Context: an optimization exercise on an open-source flow, tuned for small area, a short achievable clock period and few clock cycles per item. The choices shown serve that exercise and are no tape-out recipe. The RTL of this run was laid out without a check of its function. Power is estimated from default activity; no workload was simulated.

$ cat flow/flow/run.sh
#!/bin/bash
# Standard ORFS layout, with repair_timing asked for extra setup margin so
# that it keeps improving paths well below the design's clock period.
set -euo pipefail
bash standard.sh SETUP_SLACK_MARGIN=8.6 finish > standard_flow.log 2>&1
$ cat flow/standard.sh
#!/bin/bash
# synth_recipe.tcl (not shown) runs the flow's synth.tcl, then flattens the netlist and writes it again
# the make line also repeats each setting of config.mk as NAME=value (left out here)
make -C /OpenROAD-flow-scripts/flow DESIGN_CONFIG=/design/flow/config.mk WORK_HOME=/design/flow/orfs CLKGATE_MAP_FILE= SYNTH_SCRIPT=/design/flow/synth_recipe.tcl "${@:-finish}"
$ cat flow/config.mk
export PLATFORM = sky130hd
export DESIGN_NAME = luma_block_mean_mosaic
export DESIGN_NICKNAME = luma_block_mean_mosaic
export VERILOG_FILES = /design/flow/design.v
export SDC_FILE = /design/flow/constraint.sdc
export NUM_CORES = 4
export LEC_CHECK = 0
export CAP_MARGIN = 20
export CORE_MARGIN = 2
export CORE_UTILIZATION = 55
export CTS_CLUSTER_DIAMETER = 100
export CTS_CLUSTER_SIZE = 25
export PLACE_DENSITY = 0.65
export SLEW_MARGIN = 20
export SYNTH_MEMORY_MAX_BITS = 4096
$ cat flow/constraint.sdc
create_clock -name core_clock -period 12.0 [get_ports {clk}]
set_input_delay 2.4000 -clock core_clock [delete_from_list [all_inputs] [get_ports {clk}]]
set_output_delay 2.4000 -clock core_clock [all_outputs]
set_load 0.01 [all_outputs]
$ cat flow/design.v
package lbmm_pkg;
  localparam int CFG_W     = 13;
  localparam int CFG_IDX_W = 1;
  localparam int PIX_W     = 8;
  localparam int MEAN_W    = 8;
  localparam int COORD_W   = 9;
  localparam int SUM_W     = 14;    
  localparam int BC_W      = 7;     
  localparam int BR_W      = 9;     
  localparam int MAX_WIDTH  = 1024;
  localparam int MAX_HEIGHT = 4096;
  localparam logic [CFG_W-1:0] RST_FRAME_WIDTH  = 13'd640;
  localparam logic [CFG_W-1:0] RST_FRAME_HEIGHT = 13'd480;
  typedef struct packed {
    logic [2:0] rx;    
    logic [2:0] ry;    
    logic [6:0] bc;    
    logic [8:0] br;    
    logic       lt;    
    logic       lb;    
    logic       re;    
    logic       ce;    
    logic       le;    
    logic       be;    
  } pos_t;
endpackage
module lbmm_ram (
  input  logic       clk,
  input  logic [9:0] len,        
  input  logic [1:0] wdigit,
  output logic [1:0] rdigit
);
  logic [9:0] segsel;
  always_ff @(posedge clk) begin
    if (len >= 10'd497) begin
      segsel <= {1'b1, 9'(len - 10'd497)};
    end else begin
      segsel <= {1'b0, len[8:0]};
    end
  end
  logic [1:0] s497 [497];
  logic [1:0] s256 [256];
  logic [1:0] s128 [128];
  logic [1:0] s64  [64];
  logic [1:0] s32  [32];
  logic [1:0] s16  [16];
  logic [1:0] s8   [8];
  logic [1:0] s4   [4];
  logic [1:0] s2   [2];
  logic [1:0] s1;
  logic [1:0] c497, c256, c128, c64, c32, c16, c8, c4, c2, c1;
  assign c497 = segsel[9] ? s497[496] : wdigit;
  assign c256 = segsel[8] ? s256[255] : c497;
  assign c128 = segsel[7] ? s128[127] : c256;
  assign c64  = segsel[6] ? s64[63]   : c128;
  assign c32  = segsel[5] ? s32[31]   : c64;
  assign c16  = segsel[4] ? s16[15]   : c32;
  assign c8   = segsel[3] ? s8[7]     : c16;
  assign c4   = segsel[2] ? s4[3]     : c8;
  assign c2   = segsel[1] ? s2[1]     : c4;
  assign c1   = segsel[0] ? s1        : c2;
  always_ff @(posedge clk) begin
    s497[0] <= wdigit;
    for (int i = 1; i < 497; i++) s497[i] <= s497[i-1];
    s256[0] <= c497;
    for (int i = 1; i < 256; i++) s256[i] <= s256[i-1];
    s128[0] <= c256;
    for (int i = 1; i < 128; i++) s128[i] <= s128[i-1];
    s64[0] <= c128;
    for (int i = 1; i < 64; i++) s64[i] <= s64[i-1];
    s32[0] <= c64;
    for (int i = 1; i < 32; i++) s32[i] <= s32[i-1];
    s16[0] <= c32;
    for (int i = 1; i < 16; i++) s16[i] <= s16[i-1];
    s8[0] <= c16;
    for (int i = 1; i < 8; i++) s8[i] <= s8[i-1];
    s4[0] <= c8;
    for (int i = 1; i < 4; i++) s4[i] <= s4[i-1];
    s2[0] <= c4;
    s2[1] <= s2[0];
    s1 <= c2;
  end
  assign rdigit = c1;
endmodule
module lbmm_div (
  input  logic        clk,
  input  logic        rst_n,
  input  logic        load_hdr,
  input  logic [6:0]  divisor,      
  input  logic [6:0]  bc,
  input  logic [8:0]  br,
  input  logic        last,
  input  logic        load_sum,     
  input  logic [13:0] dividend,
  output logic        free,
  input  logic        out_ready,
  output logic        out_valid,
  output logic [8:0]  out_block_column,
  output logic [8:0]  out_block_row,
  output logic [7:0]  out_mean_luma,
  output logic        out_frame_last
);
  logic [5:0] rem_r;
  logic [7:0] q_r;
  logic [6:0] d_r;
  logic [7:0] d3_r;
  logic [2:0] cnt_r;
  logic       busy_r, valid_r;
  logic [6:0] bc_r;
  logic [8:0] br_r;
  logic       last_r;
  logic [7:0] t;
  logic [8:0] s1, s2, s3;
  logic [5:0] rnx;
  logic [1:0] qd;
  always_comb begin
    t  = {rem_r, q_r[7:6]};
    s1 = {1'b0, t} - {2'b00, d_r};
    s2 = {1'b0, t} - {1'b0, d_r, 1'b0};
    s3 = {1'b0, t} - {1'b0, d3_r};
    if (!s3[8]) begin
      qd  = 2'd3;
      rnx = s3[5:0];
    end else if (!s2[8]) begin
      qd  = 2'd2;
      rnx = s2[5:0];
    end else if (!s1[8]) begin
      qd  = 2'd1;
      rnx = s1[5:0];
    end else begin
      qd  = 2'd0;
      rnx = t[5:0];
    end
  end
  always_ff @(posedge clk) begin
    if (!rst_n) begin
      busy_r  <= 1'b0;
      valid_r <= 1'b0;
      cnt_r   <= '0;
    end else if (load_sum) begin
      busy_r  <= 1'b1;
      cnt_r   <= '0;
    end else if (busy_r) begin
      cnt_r <= cnt_r + 3'd1;
      if (cnt_r == 3'd4) begin
        busy_r  <= 1'b0;
        valid_r <= 1'b1;
      end
    end else if (out_ready) begin
      valid_r <= 1'b0;
    end
  end
  logic [7:0] mean_r;
  always_ff @(posedge clk) begin
    if (!rst_n) begin
      mean_r <= '0;
      bc_r   <= '0;
      br_r   <= '0;
      last_r <= 1'b0;
    end else begin
      if (load_hdr) begin
        bc_r   <= bc;
        br_r   <= br;
        last_r <= last;
      end
      if (busy_r && (cnt_r == 3'd4)) begin
        mean_r <= {q_r[5:0], qd};
      end
    end
  end
  always_ff @(posedge clk) begin
    if (busy_r) begin
      if (cnt_r == '0) begin
        q_r <= dividend[7:0];
      end else begin
        q_r <= {q_r[5:0], qd};
      end
    end
  end
  always_ff @(posedge clk) begin
    if (load_hdr) begin
      d_r <= divisor;
    end
    if (busy_r) begin
      if (cnt_r == '0) begin
        rem_r <= dividend[13:8];
        d3_r  <= 8'({1'b0, d_r} + {d_r, 1'b0});
      end else begin
        rem_r <= rnx;
      end
    end
  end
  assign free             = ~busy_r & ~valid_r;
  assign out_valid        = valid_r;
  assign out_block_column = {2'b00, bc_r};
  assign out_block_row    = br_r;
  assign out_mean_luma    = mean_r;
  assign out_frame_last   = last_r;
endmodule
module lbmm_ctrl (
  input  logic       clk,
  input  logic       rst_n,
  input  logic       hold,          
  input  logic       in_valid,
  output logic       in_ready,
  output logic       cfg_ready,     
  input  logic [7:0] in_pixel,
  input  logic       in_frame_start,
  input  logic       consume,       
  output logic       a_valid,
  output logic [7:0] a_pixel,
  output logic       a_first
);
  logic       a_v_r, s_v_r, rdy_r, crdy_r;
  logic [7:0] a_pix_r, s_pix_r;
  logic       a_fs_r, s_fs_r;
  logic       nfs_r, in_first;    
  logic       take, a_free;
  logic       a_v_nxt, s_v_nxt;
  assign take   = in_valid & rdy_r;
  assign a_free = ~a_v_r | consume;
  always_comb begin
    if (a_free) begin
      a_v_nxt = s_v_r | take;
      s_v_nxt = s_v_r & take;
    end else begin
      a_v_nxt = 1'b1;
      s_v_nxt = s_v_r | take;
    end
  end
  assign in_first = in_frame_start | nfs_r;
  always_ff @(posedge clk) begin
    if (!rst_n) begin
      nfs_r <= 1'b1;
    end else if (take) begin
      nfs_r <= 1'b0;
    end
  end
  always_ff @(posedge clk) begin
    if (!rst_n) begin
      a_v_r    <= 1'b0;
      s_v_r    <= 1'b0;
      rdy_r    <= 1'b0;
      crdy_r   <= 1'b0;
    end else begin
      a_v_r    <= a_v_nxt;
      s_v_r    <= s_v_nxt;
      rdy_r    <= ~(a_v_nxt & s_v_nxt) & ~hold;
      crdy_r   <= ~(a_v_nxt | s_v_nxt);
    end
  end
  always_ff @(posedge clk) begin
    if (a_free) begin
      if (s_v_r) begin
        a_pix_r <= s_pix_r;
        a_fs_r  <= s_fs_r;
      end else begin
        a_pix_r <= in_pixel;
        a_fs_r  <= in_first;
      end
    end
    if ((a_free & s_v_r) | (~a_free & ~s_v_r)) begin
      s_pix_r <= in_pixel;
      s_fs_r  <= in_first;
    end
  end
  assign in_ready  = rdy_r;
  assign cfg_ready = crdy_r;
  assign a_valid  = a_v_r;
  assign a_pixel  = a_pix_r;
  assign a_first  = a_fs_r;
endmodule
module lbmm_dp (
  input  logic        clk,
  input  logic        rst_n,
  input  logic        cfg_valid,
  input  logic        cfg_index,
  input  logic [12:0] cfg_data,
  output logic        cfg_busy,
  input  logic        a_valid,
  input  logic [7:0]  a_pixel,
  input  logic        a_first,
  output logic        consume,
  input  logic        out_ready,
  output logic        out_valid,
  output logic [8:0]  out_block_column,
  output logic [8:0]  out_block_row,
  output logic [7:0]  out_mean_luma,
  output logic        out_frame_last
);
  logic        cfg_v_r, cfg_i_r;
  logic [12:0] cfg_d_r;
  logic [9:0]  wm1;
  logic [11:0] hm1;
  always_ff @(posedge clk) begin
    cfg_v_r <= cfg_valid;
    cfg_i_r <= cfg_index;
    cfg_d_r <= cfg_data;
  end
  always_comb begin
    if (cfg_d_r == '0)                    wm1 = '0;
    else if (cfg_d_r > 13'd1024)          wm1 = 10'd1023;
    else                                  wm1 = 10'(cfg_d_r - 13'd1);
    if (cfg_d_r == '0)                    hm1 = '0;
    else if (cfg_d_r > 13'd4096)          hm1 = 12'd4095;
    else                                  hm1 = 12'(cfg_d_r - 13'd1);
  end
  logic [6:0] last_bc_r;
  logic [2:0] last_rx_r;
  logic [8:0] last_br_r;
  logic [2:0] last_ry_r;
  logic       l0, b0, w1, h1;
  always_ff @(posedge clk) begin
    if (!rst_n) begin
      last_bc_r <= 7'd79;
      last_rx_r <= 3'd7;
      last_br_r <= 9'd59;
      last_ry_r <= 3'd7;
    end else if (cfg_v_r) begin
      if (cfg_i_r == 1'b0) begin
        last_bc_r <= wm1[9:3];
        last_rx_r <= wm1[2:0];
      end else begin
        last_br_r <= hm1[11:3];
        last_ry_r <= hm1[2:0];
      end
    end
  end
  logic [6:0] dll_r;
  always_ff @(posedge clk) begin
    dll_r <= 7'((4'(last_rx_r) + 4'd1) * (4'(last_ry_r) + 4'd1));
  end
  always_ff @(posedge clk) begin
    l0 <= (last_bc_r == '0);
    b0 <= (last_br_r == '0);
    w1 <= (last_bc_r == '0) & (last_rx_r == '0);
    h1 <= (last_br_r == '0) & (last_ry_r == '0);
  end
  assign cfg_busy = cfg_v_r;
  logic [6:0] ph_t_r;
  logic [2:0] ph_p_r;
  logic       run_r;
  logic       proc;
  logic [6:0] ph_t_n;
  logic [2:0] ph_p_n;
  always_ff @(posedge clk) begin
    if (!rst_n || cfg_v_r) begin
      run_r <= 1'b0;
    end else if (proc) begin
      run_r <= 1'b1;
    end
  end
  logic [6:0] adv_t;
  logic [2:0] adv_p;
  always_comb begin
    if ((ph_t_r == last_bc_r) && (ph_p_r == last_rx_r)) begin
      adv_t = '0;
      adv_p = '0;
    end else if (ph_p_r == 3'd7) begin
      adv_t = ph_t_r + 7'd1;
      adv_p = '0;
    end else begin
      adv_t = ph_t_r;
      adv_p = ph_p_r + 3'd1;
    end
    ph_t_n = run_r ? adv_t : 7'd0;
    ph_p_n = (run_r || proc) ? adv_p : 3'd0;
  end
  always_ff @(posedge clk) begin
    ph_t_r <= ph_t_n;
    ph_p_r <= ph_p_n;
  end
  logic [2:0] rx_r, ry_r;
  logic [6:0] bc_r;
  logic [8:0] br_r;
  logic       lt_r, lb_r;      
  logic       re_r, ce_r;      
  logic       le_r, be_r;      
  logic       z_r;             
  logic       eq_r, ge_r, eq1_r, ph0_r, ph1_r;
  lbmm_pkg::pos_t pr, pf, pc, nr, nf, pn;
  logic       lt, lb, re, le, z;
  logic       inw, late, emit, p_ok, short_r;
  logic       defer_r, div_free;
  logic [6:0] bc;
  logic [8:0] br;
  logic [6:0] divisor;
  function automatic lbmm_pkg::pos_t pos_next(
    input lbmm_pkg::pos_t p,
    input logic [6:0] lbc, input logic [2:0] lrx,
    input logic [8:0] lbr, input logic [2:0] lry,
    input logic sl0, input logic sb0, input logic sw1, input logic sh1
  );
    lbmm_pkg::pos_t n;
    n = p;
    if (p.re) begin
      n.rx = '0;
      n.bc = '0;
      n.lt = sl0;
      n.re = sw1;
      n.ce = sw1;
      if (p.le) begin
        n.ry = '0;
        n.br = '0;
        n.lb = sb0;
        n.le = sh1;
        n.be = sh1;
      end else if (p.ry == 3'd7) begin
        n.ry = '0;
        n.br = p.br + 9'd1;
        n.lb = (n.br == lbr);
        n.le = n.lb & (lry == '0);
        n.be = n.le;
      end else begin
        n.ry = p.ry + 3'd1;
        n.le = p.lb & (n.ry == lry);
        n.be = (n.ry == 3'd7) | n.le;
      end
    end else if (p.rx == 3'd7) begin
      n.rx = '0;
      n.bc = p.bc + 7'd1;
      n.lt = (n.bc == lbc);
      n.re = n.lt & (lrx == '0);
      n.ce = n.re;
    end else begin
      n.rx = p.rx + 3'd1;
      n.re = p.lt & (n.rx == lrx);
      n.ce = (n.rx == 3'd7) | n.re;
    end
    pos_next = n;
  endfunction
  assign pr = {rx_r, ry_r, bc_r, br_r, lt_r, lb_r, re_r, ce_r, le_r, be_r};
  assign pf = {3'd0, 3'd0, 7'd0, 9'd0, l0, b0, w1, w1, h1, h1};
  assign nr = pos_next(pr, last_bc_r, last_rx_r, last_br_r, last_ry_r, l0, b0, w1, h1);
  assign nf = pos_next(pf, last_bc_r, last_rx_r, last_br_r, last_ry_r, l0, b0, w1, h1);
  assign pc = a_first ? pf : pr;
  assign pn = a_first ? nf : nr;
  always_comb begin
    lt = pc.lt; lb = pc.lb; re = pc.re; le = pc.le;
    bc = pc.bc; br = pc.br;
    z  = a_first | z_r;
    if (a_first) begin
      inw  = ph0_r;
      late = ~short_r & ph1_r;
    end else begin
      inw  = eq_r & ge_r;
      late = ~short_r & eq1_r;
    end
    emit    = pc.ce & pc.be;
    proc    = a_valid & (lt | inw | late) & p_ok;
    case ({lt, lb})
      2'b00:   divisor = 7'd64;
      2'b10:   divisor = {(4'(last_rx_r) + 4'd1), 3'b000};
      2'b01:   divisor = {(4'(last_ry_r) + 4'd1), 3'b000};
      default: divisor = dll_r;
    endcase
  end
  logic c0, c1, c2, cb0, cb1, cb2, rx7;
  logic eq_nx, eq1_nx, ge_nx;
  always_comb begin
    c0  = (ph_t_n == 7'd0);
    c1  = (ph_t_n == 7'd1);
    c2  = (ph_t_n == 7'd2);
    cb0 = (ph_t_n == bc_r);
    cb1 = (ph_t_n == (bc_r + 7'd1));
    cb2 = (ph_t_n == (bc_r + 7'd2));
    rx7 = ~a_first & (rx_r == 3'd7);
    if (!proc) begin
      eq_nx  = cb0;
      eq1_nx = cb1;
      ge_nx  = run_r ? (adv_p >= rx_r) : (rx_r == '0);
    end else if (re) begin
      eq_nx  = c0;
      eq1_nx = c1;
      ge_nx  = 1'b1;
    end else if (rx7) begin
      eq_nx  = a_first ? c1 : cb1;
      eq1_nx = a_first ? c2 : cb2;
      ge_nx  = 1'b1;
    end else begin
      eq_nx  = a_first ? c0 : cb0;
      eq1_nx = a_first ? c1 : cb1;
      ge_nx  = a_first ? (adv_p != '0) : (adv_p > rx_r);
    end
  end
  always_ff @(posedge clk) begin
    eq_r  <= eq_nx;
    ge_r  <= ge_nx;
    eq1_r <= eq1_nx;
    ph0_r <= c0;
    ph1_r <= c1;
  end
  always_ff @(posedge clk) begin
    if (proc) begin
      rx_r <= pn.rx; ry_r <= pn.ry; bc_r <= pn.bc; br_r <= pn.br;
      lt_r <= pn.lt; lb_r <= pn.lb;
      re_r <= pn.re; ce_r <= pn.ce; le_r <= pn.le; be_r <= pn.be;
      z_r  <= (pn.rx == '0) & (pn.ry == '0);
    end
  end
  assign consume = proc;
  logic        wb_load, sr_load;
  logic        b_v_r, b_lt_r, b_in_r, b_late_r, b_z_r, b_emit_r;
  logic        b_pin_r, b_pinz_r;    
  logic        b_wbl_r, b_srl_r;
  logic [7:0]  b_pix_r;
  logic        hdr_load, dfr_load;
  always_ff @(posedge clk) begin
    short_r <= (last_bc_r == 7'd1);
  end
  logic sr_mid, sr_wrap;
  assign wb_load = (ph_p_r == 3'd7) && (ph_t_r != last_bc_r);
  assign sr_mid  = (ph_p_r == 3'd7) && (ph_t_r != 7'd0) && (ph_t_r != last_bc_r);
  assign sr_wrap = (last_rx_r == 3'd7) ? ((ph_t_r == last_bc_r) && (ph_p_r == 3'd7))
                                       : ((ph_t_r == 7'd0) && (ph_p_r == (3'd6 - last_rx_r)));
  assign sr_load = short_r ? wb_load : (sr_mid | sr_wrap);
  always_ff @(posedge clk) begin
    b_wbl_r  <= wb_load;
    b_srl_r  <= sr_load;
    b_lt_r   <= lt;
    b_in_r   <= ~lt & inw;
    b_late_r <= ~lt & ~inw;
    b_z_r    <= z;
    b_pix_r  <= a_pixel;
    b_pin_r  <= proc & ~lt & inw;
    b_pinz_r <= proc & ~lt & inw & z;
    if (!rst_n) begin
      b_v_r    <= 1'b0;
      b_emit_r <= 1'b0;
    end else begin
      b_v_r    <= proc;
      b_emit_r <= hdr_load & ~dfr_load;
    end
  end
  logic [1:0]  rdigit;
  logic [13:0] dser_r, wb_r, sr_r, rlast_r;
  logic [10:0] acc_r, acc_n;
  logic        ignw_r, ignw_n;
  logic [13:0] base, padd, total, fin;
  logic        b_in, b_late;
  assign b_in   = b_pin_r;
  assign b_late = b_v_r & b_late_r;
  always_comb begin
    if (b_lt_r)      base = rlast_r;
    else if (b_in_r) base = 14'(acc_r);
    else             base = wb_r;
    padd   = (b_z_r ? 14'd0 : base) + 14'(b_pix_r);
    acc_n  = b_in ? padd[10:0] : acc_r;
    ignw_n = ignw_r | b_pinz_r;
    total  = (ignw_n ? 14'd0 : dser_r) + (b_pinz_r ? 14'd0 : 14'(acc_r))
           + (b_pin_r ? 14'(b_pix_r) : 14'd0);
    fin    = b_late ? padd : wb_r;
  end
  always_ff @(posedge clk) begin
    dser_r <= {rdigit, dser_r[13:2]};
    acc_r  <= b_wbl_r ? 11'd0 : acc_n;
    ignw_r <= b_wbl_r ? 1'b0 : ignw_n;
    if (b_wbl_r) begin
      wb_r <= total;
    end else if (b_late) begin
      wb_r <= padd;
    end
    if (b_srl_r) begin
      sr_r <= short_r ? total : fin;
    end else begin
      sr_r <= {2'b00, sr_r[13:2]};
    end
    if (b_v_r & b_lt_r) begin
      rlast_r <= padd;
    end
  end
  lbmm_ram u_ring (
    .clk    (clk),
    .len    ({last_bc_r, last_rx_r} - (short_r ? 10'd7 : 10'd15)),
    .wdigit (sr_r[1:0]),
    .rdigit (rdigit)
  );
  logic        can_emit;
  logic [8:0]  d_br_r;
  logic        d_last_r, d_lb_r;
  logic [6:0]  ld_div, ld_bc;
  logic [8:0]  ld_br;
  logic        ld_last;
  assign can_emit = div_free & ~b_emit_r;
  assign p_ok     = lt ? ~defer_r : (~emit | (can_emit & ~defer_r));
  assign dfr_load = defer_r & can_emit & ~(b_v_r & b_lt_r);
  assign hdr_load = dfr_load | (proc & emit & can_emit);
  always_ff @(posedge clk) begin
    if (!rst_n) begin
      defer_r <= 1'b0;
    end else if (defer_r) begin
      defer_r <= ~dfr_load;
    end else begin
      defer_r <= proc & emit & lt & ~can_emit;
    end
  end
  logic src_rl_r, src_sr_r;
  always_ff @(posedge clk) begin
    src_rl_r <= dfr_load | b_lt_r;
    src_sr_r <= b_late_r & b_wbl_r;
  end
  always_ff @(posedge clk) begin
    if (~defer_r) begin
      d_br_r   <= br;
      d_last_r <= re & le;
      d_lb_r   <= lb;
    end
  end
  always_comb begin
    if (dfr_load) begin
      ld_div  = d_lb_r ? dll_r : {(4'(last_rx_r) + 4'd1), 3'b000};
      ld_bc   = last_bc_r;
      ld_br   = d_br_r;
      ld_last = d_last_r;
    end else begin
      ld_div  = divisor;
      ld_bc   = bc;
      ld_br   = br;
      ld_last = re & le;
    end
  end
  lbmm_div u_div (
    .clk              (clk),
    .rst_n            (rst_n),
    .load_hdr         (hdr_load),
    .divisor          (ld_div),
    .bc               (ld_bc),
    .br               (ld_br),
    .last             (ld_last),
    .load_sum         (b_emit_r | dfr_load),
    .dividend         (src_rl_r ? rlast_r : (src_sr_r ? sr_r : wb_r)),
    .free             (div_free),
    .out_ready        (out_ready),
    .out_valid        (out_valid),
    .out_block_column (out_block_column),
    .out_block_row    (out_block_row),
    .out_mean_luma    (out_mean_luma),
    .out_frame_last   (out_frame_last)
  );
endmodule
module luma_block_mean_mosaic (
  input  logic                           clk,
  input  logic                           rst_n,
  input  logic                           in_valid,
  output logic                           in_ready,
  input  logic [lbmm_pkg::PIX_W-1:0]     in_pixel,
  input  logic                           in_frame_start,
  output logic                           out_valid,
  input  logic                           out_ready,
  output logic [lbmm_pkg::COORD_W-1:0]   out_block_column,
  output logic [lbmm_pkg::COORD_W-1:0]   out_block_row,
  output logic [lbmm_pkg::MEAN_W-1:0]    out_mean_luma,
  output logic                           out_frame_last,
  input  logic                           cfg_valid,
  output logic                           cfg_ready,
  input  logic [lbmm_pkg::CFG_IDX_W-1:0] cfg_index,
  input  logic [lbmm_pkg::CFG_W-1:0]     cfg_data
);
  logic       consume, cfg_busy, a_valid, a_first;
  logic [7:0] a_pixel;
  lbmm_ctrl u_ctrl (
    .clk            (clk),
    .rst_n          (rst_n),
    .hold           (cfg_busy),
    .in_valid       (in_valid),
    .in_ready       (in_ready),
    .cfg_ready      (cfg_ready),
    .in_pixel       (in_pixel),
    .in_frame_start (in_frame_start),
    .consume        (consume),
    .a_valid        (a_valid),
    .a_pixel        (a_pixel),
    .a_first        (a_first)
  );
  lbmm_dp u_dp (
    .clk              (clk),
    .rst_n            (rst_n),
    .cfg_valid        (cfg_valid & cfg_ready),
    .cfg_index        (cfg_index),
    .cfg_data         (cfg_data),
    .cfg_busy         (cfg_busy),
    .a_valid          (a_valid),
    .a_pixel          (a_pixel),
    .a_first          (a_first),
    .consume          (consume),
    .out_ready        (out_ready),
    .out_valid        (out_valid),
    .out_block_column (out_block_column),
    .out_block_row    (out_block_row),
    .out_mean_luma    (out_mean_luma),
    .out_frame_last   (out_frame_last)
  );
endmodule
==> summary.txt <==
layout by cell type, fill, tap and decap left out, drive strengths merged, types with 57 or more instances in the layout:
master	count
dfxtp	2201
nor2	160
nand2	156
clkbuf	113
edfxtp	101
a21oi	99
inv	97
ha	91
xnor2	81
mux2i	65
o21ai	57
buf	57
metal layers:
| layer | global-route usage | part of all wire |
|---|---|---|
| met1 | 0.222 | 0.53 |
| met2 | 0.211 | 0.40 |
| met3 | 0.0287 | 0.038 |
| met4 | 0.0493 | 0.029 |
| met5 | 0 | 0 |
synthesized netlist by cell type, types with 16 or more instances:
cell      count
a211oi_1     27
a21oi_1      99
a221o_1      18
and2_1       29
clkbuf_1     65
dfxtp_1    2201
edfxtp_1    101
fa_1         18
ha_1         91
inv_1        86
mux2_2       28
mux2i_1      65
nand2_1     156
nand2b_1     20
nand3_1      30
nor2_1      159
nor2b_1      30
nor3_1       30
o21ai_0      41
o21ai_1      16
xnor2_1      81
xor2_1       51
timing repair:
action | 4_1_cts | 5_1_grt
pin swaps | 1 | 5
cloned | 0 | 1
buffers inserted | 7 | 9
gates resized for setup | 193 | 30
endpoints found under the setup margin | 82 | 72
through the flow:
stage	power, W	utilization	area [um2]	instances
2_1_floorplan	0.00856	-	56100	3666
3_3_place_gp	0.00870	0.573	58200	5023
3_5_place_dp	0.00871	0.573	58200	5023
4_1_cts	0.0124	0.603	61100	5152
5_1_grt	0.0128	0.605	61300	5162
6_report	0.0123	0.605	61300	5162
state kept, by name (all words and copies together) (netlist names), 9 cells and up:
register	cells
u_dp.u_ring.s497	994
u_dp.u_ring.s256	512
u_dp.u_ring.s128	256
u_dp.u_ring.s64	128
u_dp.u_ring.s32	64
u_dp.u_ring.s16	32
u_dp.u_ring.s8	16
u_dp.dser_r	14
u_dp.rlast_r	14
u_dp.sr_r	14
u_dp.wb_r	14
u_dp.cfg_d_r	13
u_dp.acc_r	11
u_dp.u_ring.segsel	10
u_dp.br_r	9
u_dp.d_br_r	9
u_dp.last_br_r	9
u_dp.u_div.br_r	9
final timing paths:
path,startpoint,to,slack (ps)
min,u_dp.u_ring.s32[7][1],u_dp.u_ring.s32[8][1],310
min reg2reg,u_dp.u_ring.s32[7][1],u_dp.u_ring.s32[8][1],310
max reg2reg,u_dp.last_rx_r[1],u_dp.dll_r[6],8730
max,u_dp.u_div.bc_r[3],out_block_column[3],8370
cell type report:
class	instances	area (um2)
clock buffers	112	2650
fillers	7711	40100
repair buffers	85	845
clock inverters	10	148
inverters	92	348
well taps	1368	1710
flip-flops and latches	2302	47200
multi-input cells	1193	8470
cells by family (layout without fill, tap and decap cells):
group | Yosys count | count (layout) | synth area share
compound gates | 317 | 317 | 0.0375
xor+xnor | 132 | 132 | 0.0206
fa+ha+maj | 109 | 109 | 0.0267
buf+inv | 171 | 299 | 0.0118
flops | 2302 | 2302 | 0.839
mux | 98 | 98 | 0.0186
other cells | 1 | 2 | 0.0000668
simple gates | 535 | 535 | 0.0454
report_power, final:
group	internal, W	switching (W)
Combinational	0.000185	0.000222
Clock	0.00160	0.00216
Sequential	0.00800	0.000132
==> summary.txt <==
- Outcome: finished clean
- Via-to-Cell Ratio: 4.58
- Pwr per Cell Area: 200 nW/um2
- Worst-Skew Late Latency: 710 ps
- Synthesis Warnings: 13
- Maximum clock frequency: between 200 and 300 MHz
- Core region area: 101000 um2
- Setup violations, final: 0
- Slew headroom: 0.199
- Post-synth top area cell: dfxtp_1
- Critical path buffer and inverter count: 1
- Min Tclk post-route: 3630 ps
- Unrepaired setup endpoints after global routing: yes
- # port buffers: 55
- Nets: 3914
- Routed vias: 23700
- Post-synth EDFFs: 101
- Hold Crit Depth: 0
- Total iterations of the first detailed-routing run: 5
- CTS H-tree depth: 3
- Layout cells sized above 1: 0.0743
- Share of the synthesized area in the top cell type: 0.785
- Delay-heaviest family, CP: flip-flops
- Area Overhead vs Synth: 9.32%
- Distinct cells, synth: 78
- Sequential area share after synthesis: 0.839
- Largest net degree at the start of global routing: 50
- Worst EP required: 9600 ps
- Stages on worst setup path: 1
- Vias in the first global route: approximately 23000
- Drt wl/cell: 14.8 um
- HPWL after DPL: 45.4 mm
- Die span in x: 323 um
- Max-slew violations: 0
- Post-Synthesis Cells: 3665
- Final period util: 0.303
- Boundary Pins: 58
- Top cells by area, synth: dfxtp_1, edfxtp_1, ha_1, xnor2_1, mux2i_1
- Netlist area before placement: ~56000 um2
- Sink Count: 2302
- Crit-path slowest cell: dfxtp_4
- Top FF cell, synth: dfxtp_1
- Register-to-Register Path Depth: 10
- CP startpoint kind: flop
- GP Congestion: between 0.8 and 0.9
- CTS tree: done
- Setup_tns: 0 ps
- Initial antenna violation count: 0
- Crit path DAT: 1230 ps
- Hold Vio Cnt, Final: 0
- Global Route Usage Sum: 0.147
- N_diodes: 0
- Critical path class: flop to primary output
- Num CTS Buffers: ~100
- Clock skew: 31.5 ps
- Initial Util: 0.553
- Setup ws final: 8370 ps
- CP cell instances: buf_6
- Die Area: between 100000 and 150000 um2
- Worst VDD drop: 137 uV
- Leak: 24.5 nW
- Post-route antenna net violation count: 0
- DRT iter0 DRCs: between 1000 and 1500
- Critical Path Fanout Max: 2
- CP Capture Type: primary output
- DRC Markers: 0
- Overall routed net length: between 70 and 80 mm
- Root Driver: clkbuf_16
- HP Class: flop to flop
- Hold slack: about 310 ps
- Slowest cell delay on critical path: ~400 ps
- Max clock buf depth: 3
- DIE HEIGHT: 323 um
- Slew @ Worst Pin: around 1200 ps
- FP Rows: ~120
- Seq cells post-synth: 2302
- First-pass GRT wire length: ~120 mm
- Congestion Overflow GR: 0
- Fraction of registers with async set/reset: 0
- Clock transition at path regs: ~100 ps
- Max-cap violations: 0
- Hold_buf cts: 0
- Syn avg cell area: 15.3 um2
- Worst slack, placed: 7700 ps

[what the ideal ports hide]
Ports are ideal in the flow. The routed layout listed here was re-timed in OpenROAD. Step 1 sets driving cells, clkbuf_16 on the clock port and buf_2 on the other inputs (assumed; they add their load-dependent delay and slew). Step 2 adds t to the input delays and takes it off the output delays; t is the mean of the earliest and latest rising clock arrival at the registers after step 1. Input paths then give back, and output paths get back, about the clock's delay inside the block. Slacks: no drivers / after step 1 / after step 2; pairs: no drivers / after step 1.
t, ns: 0.762
slack for setup (ns): 8.367 / 8.297 / 8.098
worst setup path at the end: input to register
pins driven straight from the clock port: 1
After both steps this run still meets setup and hold. For this run, drivers alone change the setup slack by -0.070 ns; drivers and shift together by -0.269 ns.
